This design comes from an exercise in tuning for small area, a short achievable clock period and few clock cycles per item on the open sky130 flow, not from production work. RTL that was checked went through simulation tests only; none was proved equivalent to the original. Power and IR drop assume default switching activity.

Setup of job 105:
==> module alu_lane, before the edit <==
module alu_lane (
  input  logic [145:0]  req,
  output logic [72:0]   rsp
);
localparam int DATA_W     = 64;
localparam int HALF_W     = 32;  
localparam int TAG_W      = 4;
localparam int NUM_LANES  = 4;
localparam int LANE_IDX_W = 2;
localparam int FL_C = 3;
localparam int FL_V = 2;
localparam int FL_N = 1;
localparam int FL_Z = 0;
localparam logic [3:0] OP_ADD = 4'd0;
localparam logic [3:0] OP_SUB = 4'd1;
localparam logic [3:0] OP_AND = 4'd2;
localparam logic [3:0] OP_OR  = 4'd3;
localparam logic [3:0] OP_XOR = 4'd4;
localparam logic [3:0] OP_SHL = 4'd5;
localparam logic [3:0] OP_SHR = 4'd6;
localparam logic [3:0] OP_SAR = 4'd7;
localparam logic [3:0] OP_SXT = 4'd8;
localparam logic [1:0] SXT_BYTE = 2'd0;
localparam logic [1:0] SXT_HALF = 2'd1;
localparam logic [1:0] SXT_WORD = 2'd2;
localparam int REQ_W   = 146;
localparam int RQ_TAG  = 0;
localparam int RQ_B    = 4;
localparam int RQ_A    = 68;
localparam int RQ_FIN  = 132;
localparam int RQ_SXT  = 136;
localparam int RQ_COND = 138;
localparam int RQ_OP   = 142;
localparam int RSP_W   = 73;
localparam int RS_TAG  = 0;
localparam int RS_TK   = 4;
localparam int RS_FL   = 5;
localparam int RS_RES  = 9;
  logic [3:0]        op;
  logic [3:0]        cond;
  logic [1:0]        sxt;
  logic [3:0]        fin;
  logic [DATA_W-1:0] a;
  logic [DATA_W-1:0] b;
  logic [TAG_W-1:0]  tag;
  logic              taken;
  assign op   = req[RQ_OP   +: 4];
  assign cond = req[RQ_COND +: 4];
  assign sxt  = req[RQ_SXT  +: 2];
  assign fin  = req[RQ_FIN  +: 4];
  assign a    = req[RQ_A    +: DATA_W];
  assign b    = req[RQ_B    +: DATA_W];
  assign tag  = req[RQ_TAG  +: TAG_W];
  flag_cond_eval cond_i (
    .cond  (cond),
    .flags (fin),
    .taken (taken)
  );
  logic is_add, is_sub, is_and, is_or, is_xor, is_shl, is_shr, is_sar, is_sxt;
  assign is_add = (op == OP_ADD);
  assign is_sub = (op == OP_SUB);
  assign is_and = (op == OP_AND);
  assign is_or  = (op == OP_OR);
  assign is_xor = (op == OP_XOR);
  assign is_shl = (op == OP_SHL);
  assign is_shr = (op == OP_SHR);
  assign is_sar = (op == OP_SAR);
  assign is_sxt = (op == OP_SXT);
  logic              inv_b;
  logic [DATA_W-1:0] bx;
  logic [DATA_W-1:0] p;
  logic [DATA_W-1:0] g;
  logic [DATA_W-1:0] gg;    
  logic [DATA_W-1:0] gp;    
  logic [DATA_W:0]   c;     
  logic [DATA_W-1:0] sum;
  assign inv_b = op[0];
  assign bx = b ^ {DATA_W{inv_b}};
  assign p  = a ^ bx;
  assign g  = a & bx;
  always_comb begin
    gg = g;
    gp = p;
    gg[0] = g[0] | (p[0] & inv_b);
    for (int l = 0; l < 6; l++) begin
      for (int j = 0; j < DATA_W; j++) begin
        if (((j >> l) & 1) == 1) begin
          gg[j] = gg[j] | (gp[j] & gg[((j >> l) << l) - 1]);
          gp[j] = gp[j] & gp[((j >> l) << l) - 1];
        end
      end
    end
  end
  assign c   = {gg, inv_b};
  assign sum = p ^ c[DATA_W-1:0];
  logic [5:0]        sh;
  logic [DATA_W-1:0] sh_in;
  logic [DATA_W-1:0] sh_out;
  logic [DATA_W-1:0] sh_rev;
  logic              fill;
  assign sh   = b[5:0];
  assign fill = is_sar & a[DATA_W-1];
  always_comb begin
    for (int i = 0; i < DATA_W; i++)
      sh_in[i] = is_shl ? a[DATA_W-1-i] : a[i];
  end
  assign sh_out = DATA_W'($signed({fill, sh_in}) >>> sh);
  always_comb begin
    for (int i = 0; i < DATA_W; i++)
      sh_rev[i] = sh_out[DATA_W-1-i];
  end
  logic              s_fill;
  logic [DATA_W-1:0] keep_a;
  logic [DATA_W-1:0] ext;
  assign s_fill = (sxt == SXT_BYTE) ? a[7] : (sxt == SXT_HALF) ? a[15] : a[31];
  always_comb begin
    for (int i = 0; i < DATA_W; i++) begin
      if (i < 8)
        keep_a[i] = ~taken | is_sxt;
      else if (i < 16)
        keep_a[i] = ~taken | (is_sxt & (sxt != SXT_BYTE));
      else if (i < 32)
        keep_a[i] = ~taken | (is_sxt & sxt[1]);
      else
        keep_a[i] = ~taken;
      ext[i] = taken & is_sxt & ~keep_a[i];
    end
  end
  logic t_arith, t_p, t_g, t_b, t_shr, t_shl;
  assign t_arith = taken & (is_add | is_sub);
  assign t_p     = taken & is_xor;
  assign t_b     = taken & is_or;
  assign t_g     = taken & (is_and | is_or);
  assign t_shr   = taken & (is_shr | is_sar);
  assign t_shl   = taken & is_shl;
  logic [DATA_W-1:0] res;
  always_comb begin
    for (int i = 0; i < DATA_W; i++)
      res[i] = (t_arith & sum[i]) | (t_p & p[i]) | (t_g & g[i]) | (t_b & b[i]) |
               (t_shr & sh_out[i]) | (t_shl & sh_rev[i]) |
               (keep_a[i] & a[i]) | (ext[i] & s_fill);
  end
  logic fc, fv;
  assign fc = (is_add | is_sub) & c[DATA_W];
  assign fv = (is_add | is_sub) & (a[DATA_W-1] == bx[DATA_W-1]) &&
              (sum[DATA_W-1] != a[DATA_W-1]);
  assign rsp[RS_RES +: DATA_W] = res;
  assign rsp[RS_FL + FL_C]     = taken ? fc : fin[FL_C];
  assign rsp[RS_FL + FL_V]     = taken ? fv : fin[FL_V];
  assign rsp[RS_FL + FL_N]     = fin[FL_N];
  assign rsp[RS_FL + FL_Z]     = fin[FL_Z];
  assign rsp[RS_TK]            = taken;
  assign rsp[RS_TAG +: TAG_W]  = tag;
endmodule
Settings: LEC_CHECK=0, ABC_AREA=1, CAP_MARGIN=30, CORE_MARGIN=2, CORE_UTILIZATION=40, PLACE_DENSITY=0.6, SETUP_SLACK_MARGIN=2.0, SLEW_MARGIN=20; clock period 6.0 ns.
standard.sh (not shown) runs the stock make flow with config.mk's settings and CLKGATE_MAP_FILE= SYNTH_SCRIPT=/design/flow/synth_recipe.tcl, a recipe that flattens the netlist after the stock synthesis.
==> flow/flow/run.sh <==
#!/bin/bash
# The standard layout, with plain buf_1 cells as the port buffers (the resizer
# upsizes them where timing needs it).
set -euo pipefail
export BUFFER_PORTS_ARGS="-buffer_cell sky130_fd_sc_hd__buf_1"
export ADDER_MAP_FILE=
bash standard.sh > standard.log 2>&1
Job 105 did not stop at any stage, and its layout met the timing, DRC and antenna checks.
Modified inputs, job 102 compared to job 105
-- flow/design.v --
<<< job 105, line 187
    gp = p;
    gg[0] = g[0] | (p[0] & inv_b);
    for (int l = 0; l < 6; l++) begin
      for (int j = 0; j < DATA_W; j++) begin
        if (((j >> l) & 1) == 1) begin
          gg[j] = gg[j] | (gp[j] & gg[((j >> l) << l) - 1]);
          gp[j] = gp[j] & gp[((j >> l) << l) - 1];
        end
      end
    end
  end
  assign c   = {gg, inv_b};
>>> job 102, line 187
    gp = p;
    gg[0] = g[0] | (p[0] & inv_b);
    for (int l = 0; l < 6; l++)
      for (int j = (2 << l) - 1; j < DATA_W; j += (2 << l)) begin
        gg[j] = gg[j] | (gp[j] & gg[j - (1 << l)]);
        gp[j] = gp[j] & gp[j - (1 << l)];
      end
    for (int l = 4; l >= 0; l--)
      for (int j = 3 * (1 << l) - 1; j < DATA_W; j += (2 << l)) begin
        gg[j] = gg[j] | (gp[j] & gg[j - (1 << l)]);
        gp[j] = gp[j] & gp[j - (1 << l)];
      end
  end
  assign c   = {gg, inv_b};
==> summary.txt <==
- Looking only at net count of the mapped netlist, and setting everything else aside, the higher value of job 105 and job 102 goes to job 105.
- In the reports for job 105 and job 102, the larger clock network fraction of design power belongs to job 102.
- When the final numbers for job 105 and job 102 were put side by side, the register share of the cell area turned out to be greater in job 102.
- Job 102 vs. job 105: design internal power grew by about 5%; routed wire length shrank by about 11%.
- Diff job 105 -> job 102: cell count -about 17%; die area -about 12%; global-route usage ~0 delta; fraction of the yosys area taken by sequential cells +1.9 points.
Testbench counts of job 102, summed over its fixed seeds: cycles 27,441, items 24,000.
The RTL of job 105 was laid out without a check of its function.

==> static timing again, ports no longer ideal <==
How much do the figures lean on ideal ports? The routed layouts below were timed once more, with nothing changed but the port constraints. Step 1: set_driving_cell puts a clkbuf_16 on clk and a buf_2 on each other input, an assumption about the parent block. Step 2 also shifts input and output timing later by t, the mid clock arrival at the registers, as if the neighbouring blocks saw the same clock. a / b / c = no drivers / after step 1 / after step 2; a / b = the first two.
| run | shift t [ns] | setup WS [ns] | clock arrival spread, ns |
|---|---|---|---|
| job 105 | 0.391 | 2.096 / 2.110 / 1.719 | 0.012 / 0.012 |
| job 102 | 0.398 | 2.022 / 2.023 / 1.624 | 0.022 / 0.021 |
After both steps setup and hold are still met in every run listed. The setup slack of job 102, which loses most, moves by +0.001 ns with the drivers and by -0.398 ns with both steps.
